Source: an optimization exercise on an open RTL-to-GDS flow (aim: small area, a short achievable clock period and few clock cycles per item). Production flows keep margins and buffers that such runs may drop.
At most, simulation tests tie the RTL to the original design; equivalence was not proved.
Power and IR drop assume default switching activity.

Design env_step_top, start of the top module:
module env_step_top (
    input  wire         i_clk,
    input  wire         i_rstn,
    input  wire  [31:0] i_mem_rdata,
    output logic [5:0]  o_mem_addr,
    output logic [31:0] o_mem_wdata,
    output logic        o_mem_we
);
For scale: ~1600 cells after synthesis, about 620 flip-flops, roughly 73 I/O pins.
==> flow/config.mk <==
export PLATFORM = sky130hd
export DESIGN_NAME = env_step_top
export DESIGN_NICKNAME = env_step_top
export VERILOG_FILES = /design/flow/design.v
export SDC_FILE = /design/flow/constraint.sdc
export NUM_CORES = 4
export LEC_CHECK = 0
export ABC_AREA = 1
export CAP_MARGIN = 20
export CORE_MARGIN = 2
export CORE_UTILIZATION = 60
export CTS_CLUSTER_DIAMETER = 80
export CTS_CLUSTER_SIZE = 30
export SETUP_SLACK_MARGIN = 2.5
export SLEW_MARGIN = 20
export TNS_END_PERCENT = 50
==> flow/constraint.sdc <==
create_clock -name core_clock -period 4.5 [get_ports {i_clk}]
set_input_delay 0.9000 -clock core_clock [delete_from_list [all_inputs] [get_ports {i_clk}]]
set_output_delay 0.9000 -clock core_clock [all_outputs]
set_load 0.01 [all_outputs]
run.sh (not shown) runs the stock make flow with config.mk's settings and CLKGATE_MAP_FILE= SYNTH_SCRIPT=/design/flow/synth_recipe.tcl, a recipe that flattens the netlist after the stock synthesis.
Testbench counts at the start, summed over its fixed seeds: cycles 38,473, steps 1,600.
Next try:
--- a/flow/config.mk
+++ b/flow/config.mk
@@ -9,8 +9,7 @@
 export CAP_MARGIN = 20
 export CORE_MARGIN = 2
-export CORE_UTILIZATION = 60
+export CORE_UTILIZATION = 70
 export CTS_CLUSTER_DIAMETER = 80
 export CTS_CLUSTER_SIZE = 30
 export SETUP_SLACK_MARGIN = 2.5
 export SLEW_MARGIN = 20
-export TNS_END_PERCENT = 50
After rerunning:
- total power rose by 4.1%
- cell area increases by 1.2%
- synthesized area does not change
- via count rose by 8.4%

========
env_step_top, a different RTL version from the one above (not shown whole).
Size in the first run: ~1300 cells after synthesis, roughly 73 I/O pins, roughly 0.017 mm2 of cells after synthesis.
export LEC_CHECK = 0
export ABC_CLOCK_PERIOD_IN_PS = 2000
export CAP_MARGIN = 20
export CORE_MARGIN = 2
export CORE_UTILIZATION = 40
export CTS_CLUSTER_DIAMETER = 80
export CTS_CLUSTER_SIZE = 30
export SETUP_SLACK_MARGIN = 2.5
export SLEW_MARGIN = 20
create_clock -name core_clock -period 4.5 [get_ports {i_clk}]
The first run finished with timing, DRC and antenna clean.
Edit:
ABC_CLOCK_PERIOD_IN_PS = unset   (was 2000)
SETUP_SLACK_MARGIN = 2.8   (was 2.5)
Clock power is higher by 11%; wire length is lower by 1.1%; total power is higher by 3.7%; hold slack degrades by 0.0053 ns; final area is higher by 2.7%; synthesized area is unchanged; core utilization is higher by 1.4 points; setup slack improves by 0.14 ns; via count is about the same; non-clock buffer count is higher by 15; fmax is higher by about 6%.
No run of this note included a check of the RTL's function; only the layout flow was run.

========
The RTL this note starts from:
==> flow/design.v <==
`timescale 1ns/1ps
`default_nettype none
module env_step_top (
    input  wire         i_clk,
    input  wire         i_rstn,
    input  wire  [31:0] i_mem_rdata,
    output logic [5:0]  o_mem_addr,
    output logic [31:0] o_mem_wdata,
    output logic        o_mem_we
);
    localparam logic [5:0] ACT_ADDR  = 6'd16;
    localparam logic [5:0] FLAG_ADDR = 6'd17;
    localparam logic [5:0] OBS_ADDR  = 6'd18;
    localparam logic [5:0] RWD_ADDR  = 6'd34;
    localparam logic [5:0] DONE_ADDR = 6'd35;
    localparam logic [3:0] S_POLLA0  = 4'd7;  
    localparam logic [3:0] S_POLLF   = 4'd1;  
    localparam logic [3:0] S_POLLA   = 4'd2;  
    localparam logic [3:0] S_LOAD    = 4'd3;  
    localparam logic [3:0] S_WRITE   = 4'd4;  
    localparam logic [3:0] S_RWD     = 4'd5;
    localparam logic [3:0] S_DONE    = 4'd6;
    localparam logic [3:0] S_CLEAR   = 4'd0;
    localparam logic [3:0] S_RA      = 4'd8;   
    localparam logic [3:0] S_RB      = 4'd9;   
    localparam logic [3:0] S_RESTART = 4'd10;  
    logic [31:0] ring [16];
    logic [15:0] v1;        
    logic [31:0] w;         
    logic [15:0] ad;        
    logic [15:0] oh;        
    logic [15:0] oh_nxt;    
    logic [15:0] oh_nxt2;   
    logic        act_q;     
    logic        w_step_q;  
    logic        verify_q;  
    logic [3:0]  ph;
    logic [3:0]  st;
    logic [3:0]  cnt;
    logic        loaded;    
    logic        ins;       
    logic [5:0]  addr_q;
    logic        we_q;
    assign o_mem_addr  = addr_q;
    assign o_mem_wdata = w;
    assign o_mem_we    = we_q;
    function automatic logic [15:0] inc16(input logic [15:0] x);
        for (int i = 0; i < 16; i++) inc16[i] = x[i] ^ (&(x | ~((16'd1 << i) - 16'd1)));
    endfunction
    function automatic logic [15:0] dec16(input logic [15:0] x);
        for (int i = 0; i < 16; i++) dec16[i] = x[i] ^ (&(~x | ~((16'd1 << i) - 16'd1)));
    endfunction
    logic               act;   
    logic [15:0]        pos_n;
    logic signed [15:0] wpos;
    logic               wdone;
    logic               flag_set, reload, mismatch, keep;
    logic               load_ad;   
    logic [15:0]        ad_n;
    logic [31:0]        rwd_word, w_other;
    always_comb begin
        for (int i = 0; i < 16; i++) begin
            oh[i]      = oh_nxt[(i + 1) % 16];
            oh_nxt2[i] = oh_nxt[(i + 15) % 16];
        end
    end
    assign act   = load_ad ? |(oh_nxt & i_mem_rdata[15:0]) : act_q;
    assign pos_n = ring[0][31:16] + v1;
    assign wpos  = w[31:16];
    assign wdone = (wpos > 16'sd1000) || (wpos < -16'sd1000);
    assign flag_set = (i_mem_rdata != '0);
    assign reload   = (i_mem_rdata == 32'd2) || !loaded;
    assign mismatch = verify_q && (i_mem_rdata[15:0] != ad);
    assign keep     = (st == S_WRITE) && !mismatch;  
    always_comb begin
        ad_n = ad;
        for (int i = 0; i < 16; i++) begin
            if (st == S_WRITE && oh[(i + 1) % 16]) ad_n[i] = wdone;
        end
    end
    always_comb begin
        rwd_word = '0;
        for (int i = 0; i < 16; i++) rwd_word[2*i] = ~ad_n[i];
    end
    always_comb begin
        if (st == S_WRITE)    w_other = rwd_word;
        else if (st == S_RWD) w_other = {16'd0, ad};
        else                  w_other = '0;
    end
    always_ff @(posedge i_clk) begin
        for (int j = 0; j < 16; j++) ring[j] <= ring[(j + 1) % 16];
        if (ins)       ring[14] <= i_mem_rdata;
        else if (keep) ring[14] <= w;
        v1 <= act ? inc16(ring[1][15:0]) : dec16(ring[1][15:0]);
        act_q <= |(oh_nxt2 & (load_ad ? i_mem_rdata[15:0] : ad));
        for (int i = 0; i < 16; i++) oh_nxt[i] <= (ph == 4'((i + 14) % 16));
        if (load_ad) ad <= i_mem_rdata[15:0];
        else         ad <= ad_n;
        if (w_step_q) w <= {pos_n, v1};
        else          w <= w_other;
    end
    logic [3:0] st_n;
    logic [3:0] cnt_n;
    logic [5:0] addr_n;
    logic       we_n;
    always_comb begin
        st_n   = st;
        cnt_n  = cnt + 4'd1;
        addr_n = ACT_ADDR;
        we_n   = 1'b0;
        case (st)
            S_POLLA0: begin
                st_n   = S_POLLF;
                addr_n = FLAG_ADDR;
            end
            S_POLLF: begin
                st_n   = S_POLLA;
                addr_n = ACT_ADDR;
            end
            S_POLLA: begin
                if (!flag_set) begin
                    st_n   = S_POLLF;
                    addr_n = FLAG_ADDR;
                end else if (reload) begin
                    st_n   = S_LOAD;
                    cnt_n  = '0;
                    addr_n = {2'b00, ph + 4'd1};
                end else begin
                    st_n   = S_WRITE;
                    cnt_n  = '0;
                    addr_n = OBS_ADDR + {2'b00, ph};
                    we_n   = 1'b1;
                end
            end
            S_LOAD: begin
                addr_n = {2'b00, ph + 4'd1};
                if (cnt == 4'd15) begin
                    st_n = S_RESTART;  
                end
            end
            S_RA: begin
                st_n = S_RB;
            end
            S_RB: begin
                st_n = S_RESTART;
            end
            S_RESTART: begin
                st_n   = S_WRITE;
                cnt_n  = '0;
                addr_n = OBS_ADDR + {2'b00, ph};
                we_n   = 1'b1;
            end
            S_WRITE: begin
                addr_n = OBS_ADDR + {2'b00, ph};
                we_n   = 1'b1;
                if (mismatch) begin
                    st_n   = S_RA;
                    addr_n = ACT_ADDR;
                    we_n   = 1'b0;
                end else if (cnt == 4'd15) begin
                    st_n   = S_RWD;
                    addr_n = RWD_ADDR;
                end
            end
            S_RWD: begin
                st_n   = S_DONE;
                addr_n = DONE_ADDR;
                we_n   = 1'b1;
            end
            S_DONE: begin
                st_n   = S_CLEAR;
                addr_n = FLAG_ADDR;
                we_n   = 1'b1;
            end
            default: begin  
                st_n   = S_POLLA0;
                addr_n = ACT_ADDR;
            end
        endcase
    end
    always_ff @(posedge i_clk) begin
        cnt      <= cnt_n;
        addr_q   <= addr_n;
        ins      <= (st == S_LOAD);
        load_ad  <= (st_n == S_POLLF) || (st_n == S_LOAD && cnt_n == 4'd0) || (st_n == S_RB);
        verify_q <= (st == S_POLLA) && flag_set && !reload;
        w_step_q <= !((st == S_WRITE && cnt >= 4'd14) || st == S_RWD);
    end
    always_ff @(posedge i_clk or negedge i_rstn) begin
        if (!i_rstn) begin
            st     <= S_CLEAR;
            ph     <= '0;
            loaded <= 1'b0;
            we_q   <= 1'b0;
        end else begin
            st   <= st_n;
            ph   <= ph + 4'd1;
            we_q <= we_n;
            if (st == S_LOAD && cnt == 4'd15) loaded <= 1'b1;
        end
    end
endmodule
`default_nettype wire
==> flow/config.mk <==
export PLATFORM = sky130hd
export DESIGN_NAME = env_step_top
export DESIGN_NICKNAME = env_step_top
export VERILOG_FILES = /design/flow/design.v
export SDC_FILE = /design/flow/constraint.sdc
export NUM_CORES = 4
export LEC_CHECK = 0
export ABC_AREA = 1
export CAP_MARGIN = 20
export CORE_MARGIN = 2
export CORE_UTILIZATION = 60
export CTS_CLUSTER_DIAMETER = 80
export CTS_CLUSTER_SIZE = 30
export GPL_TIMING_DRIVEN = 0
export SETUP_SLACK_MARGIN = 2.5
export SLEW_MARGIN = 20
==> flow/constraint.sdc <==
create_clock -name core_clock -period 4.5 [get_ports {i_clk}]
set_input_delay 0.9000 -clock core_clock [delete_from_list [all_inputs] [get_ports {i_clk}]]
set_output_delay 0.9000 -clock core_clock [all_outputs]
set_load 0.01 [all_outputs]
Testbench counts at the start, summed over its fixed seeds: cycles 38,473, steps 1,600.
Edit:
Settings changed: CORE_UTILIZATION 60 to 50, GPL_TIMING_DRIVEN 0 to default.
Result:
- utilization fell by 11 points
- worst setup slack gains 0.047 ns
- hold slack loses 0.0086 ns
- maximum frequency rose by a few percent
Edit:
Settings changed: CORE_UTILIZATION 50 to 60.
What happened:
- The new run ran to the end with no violations
- total power is lower by 2.3%
- routed wire length stays flat
- utilization is higher by 11 points
- area after synthesis stays the same
- die area is lower by 16%

========
Starts from the design.v that is shown in full above.
clock: 4.5 ns
lec_check: 0
abc_area: 1
cap_margin: 20
core_margin: 2
core_utilization: 55
cts_cluster_diameter: 80
cts_cluster_size: 30
setup_slack_margin: 2.5
slew_margin: 20
The first run passed the timing, DRC and antenna checks.
Testbench counts at the start, summed over its fixed seeds: cycles 38,473, steps 1,600.
Next try:
CORE_UTILIZATION = 60   (was 55)
GPL_ROUTABILITY_DRIVEN = 0   (was not set)
The changed run passed the timing, DRC and antenna checks.
Worst setup slack is better by 0.014 ns.
First-iteration DRC count is higher by 14%.
Cell count is lower by about 1.5%.
Synthesized area does not change.
Routed wire length is lower by about 5.3%.
Next try:
GPL_ROUTABILITY_DRIVEN = not set   (was 0)
SETUP_SLACK_MARGIN = 2.6   (was 2.5)
Effect: Total power rose by a few percent. Non-clock buffer count rose by 20. Synthesized area stays the same.

========
main:
Starts from the design.v that is shown in full above.
make LEC_CHECK=0 ABC_AREA=1 CAP_MARGIN=20 CORE_MARGIN=2 CORE_UTILIZATION=60 CTS_CLUSTER_DIAMETER=70 CTS_CLUSTER_SIZE=25 SETUP_SLACK_MARGIN=2.5 SLEW_MARGIN=20 finish   # period 4.5 ns
main has completed all stages; timing, DRC and antenna checks passed.
Testbench counts of main, summed over its fixed seeds: cycles 38,473, steps 1,600.
diff inputs: main => the feature branch
Settings: swapping 70 for 80 in CTS_CLUSTER_DIAMETER; swapping 2.5 for 2.4 in SETUP_SLACK_MARGIN; swapping 25 for 30 in CTS_CLUSTER_SIZE.
Notes after the runs:
- The number of buffers created by CTS in the feature branch sits about 20% below the value recorded for main.
- Reported for main and the feature branch, post-synthesis simple-gate area fraction turned out identical to the last digit.
- Compared with main, in the feature branch setup slack fell by 0.074 ns; post-layout total power fell by about 3.5%; utilization fell by 0.76 points; global-route usage stayed essentially flat; fraction of the cycle the final worst path needs rose by 1.6 points.
- Relative to main, fraction of standard cell area that is sequential has gone up in the feature branch.
- From main to the feature branch the numbers moved as follows: setup slack of the most critical reg-to-reg path fell by 0.03 ns, transition time at the pin with the least slew margin rose by 0.027 ns.

========
Setup of job 102:
RTL: the design.v shown in full above, as it stands there.
==> flow/config.mk <==
export PLATFORM = sky130hd
export DESIGN_NAME = env_step_top
export DESIGN_NICKNAME = env_step_top
export VERILOG_FILES = /design/flow/design.v
export SDC_FILE = /design/flow/constraint.sdc
export NUM_CORES = 4
export LEC_CHECK = 0
export ABC_AREA = 1
export CAP_MARGIN = 20
export CORE_MARGIN = 2
export CORE_UTILIZATION = 60
export CTS_CLUSTER_DIAMETER = 80
export CTS_CLUSTER_SIZE = 30
export SETUP_SLACK_MARGIN = 2.5
export SLEW_MARGIN = 20
export TNS_END_PERCENT = 20
==> flow/constraint.sdc <==
create_clock -name core_clock -period 4.5 [get_ports {i_clk}]
set_input_delay 0.9000 -clock core_clock [delete_from_list [all_inputs] [get_ports {i_clk}]]
set_output_delay 0.9000 -clock core_clock [all_outputs]
set_load 0.01 [all_outputs]
Testbench counts of job 102, summed over its fixed seeds: cycles 38,473, steps 1,600.
## Diff of input files: job 104 against job 102
- putting PLACE_DENSITY at 0.7 where nothing was set
- clearing TNS_END_PERCENT, which used to be 20
==> comparison <==
Job 104 vs job 102: routability congestion estimate from global placement up in job 104
Re wire length of the first global-routing pass: job 104 is 1.9% up on job 102.
Compared with job 102, job 104 shows a sum of routed wire length over all layers that is about 1.9% higher.
Going from job 102 to job 104, power drawn by the combinational cells rose by about 8%, hold slack stayed essentially flat, area enclosed by the die boundary stayed essentially flat, synthesized cell count barely changed, area of the multi-input gates now larger.
Job 104: share of power burned in combinational logic 0.9 points above job 102

========
Another version of the RTL of env_step_top (not shown whole).
Size in the first run: ~73 I/O pins, roughly 16,000 µm² of cells after synthesis.
clock: 4.5 ns
lec_check: 0
abc_clock_period_in_ps: 2000
cap_margin: 20
core_margin: 2
core_utilization: 40
cts_buf_list: sky130_fd_sc_hd__clkbuf_8
setup_slack_margin: 2.4
slew_margin: 20
Edit:
CTS_BUF_LIST = not set   (was sky130_fd_sc_hd__clkbuf_8)
Result:
- The changed run went through all stages and came out clean
- via count decreases by about 2.4%
- synthesized cell count is unchanged
- global-route usage came out lower by 0.35 points
No run of this note included a check of the RTL's function; only the layout flow was run.

========
delta:
Another version of the RTL of env_step_top (not shown whole).
Size: roughly 1300 cells after synthesis, ~620 flip-flops, about 73 I/O pins.
clock: 4.5 ns
lec_check: 0
abc_clock_period_in_ps: 2000
cap_margin: 20
core_margin: 2
core_utilization: 40
cts_cluster_diameter: 80
cts_cluster_size: 30
setup_slack_margin: 2.5
slew_margin: 20
delta did not stop at any stage, and its layout met the timing, DRC and antenna checks.
Testbench counts of delta, summed over its fixed seeds: cycles 38,095, steps 1,600.
For alpha, these inputs were changed with respect to delta:
Settings: SETUP_SLACK_MARGIN changed from 2.5 to 2.6; ABC_CLOCK_PERIOD_IN_PS removed (was 2000); ABC_AREA newly set to 1.
## What came out
Final worst-path cycle share: alpha vs delta down 1.7 points. The worst stage delay on the critical path number comes out higher for alpha vs delta. Setup WNS delta -> alpha: better. Utilization down 3.1 points in alpha wrt delta. The run showing the smaller wire length is delta. Measured against alpha, the total area of multi-input combinational cells of delta comes out at 1.06 times the reference value.

-- separate check: timing with driven ports --
In the flow no input, the clock included, has a driving cell. The finished layouts below were timed again as built, in two steps.
Step 1 (the two cells are an assumption about what drives the block):
set clk [get_ports {i_clk}]
set_driving_cell -lib_cell sky130_fd_sc_hd__clkbuf_16 $clk
set_driving_cell -lib_cell sky130_fd_sc_hd__buf_2 [delete_from_list [all_inputs] $clk]
Step 2 moves the port delays by t, midway between the first and last clock arrival at a register: inputs arrive t later, outputs are due t later. That takes back most of the time a late clock gives input paths.
Slacks: ideal / step 1 / step 2; pairs: ideal / step 1.
run | t (ns) | slack for setup (ns) | hold slack, ns
the first run of note 1 | 0.615 | 2.432 / 2.379 / 1.921 | 0.328 / 0.328 / 0.328
the second run of note 1 | 0.606 | 2.419 / 2.427 / 1.821 | 0.323 / 0.323 / 0.323
the first run of note 2 | 0.624 | 2.097 / 2.128 / 1.504 | 0.317 / 0.317 / 0.317
the second run of note 2 | 0.647 | 2.233 / 2.233 / 1.588 | 0.312 / 0.312 / 0.312
the first run of note 3 | 0.619 | 2.458 / 2.405 / 1.894 | 0.331 / 0.331 / 0.331
the second run of note 3 | 0.629 | 2.505 / 2.451 / 1.967 | 0.322 / 0.322 / 0.322
the third run of note 3 | 0.615 | 2.514 / 2.461 / 1.960 | 0.327 / 0.327 / 0.327
the first run of note 4 | 0.609 | 2.512 / 2.461 / 1.992 | 0.325 / 0.325 / 0.325
the second run of note 4 | 0.608 | 2.526 / 2.477 / 1.962 | 0.328 / 0.328 / 0.328
the third run of note 4 | 0.619 | 2.525 / 2.474 / 2.038 | 0.324 / 0.324 / 0.324
main | 0.633 | 2.510 / 2.457 / 1.940 | 0.327 / 0.327 / 0.327
the feature branch | 0.615 | 2.436 / 2.383 / 1.973 | 0.328 / 0.328 / 0.328
job 102 | 0.615 | 2.425 / 2.371 / 1.925 | 0.328 / 0.328 / 0.328
job 104 | 0.609 | 2.525 / 2.472 / 1.989 | 0.325 / 0.325 / 0.325
the first run of note 7 | 0.686 | 1.797 / 1.797 / 1.260 | 0.184 / 0.165 / 0.307
the second run of note 7 | 0.648 | 1.795 / 1.795 / 1.253 | 0.313 / 0.313 / 0.313
delta | 0.645 | 2.279 / 2.272 / 1.628 | 0.271 / 0.239 / 0.320
alpha | 0.637 | 2.354 / 2.299 / 2.039 | 0.252 / 0.219 / 0.318
After both steps every run listed still meets setup and hold. For delta, which loses most, drivers alone change the setup slack by -0.007 ns; drivers and shift together by -0.651 ns.
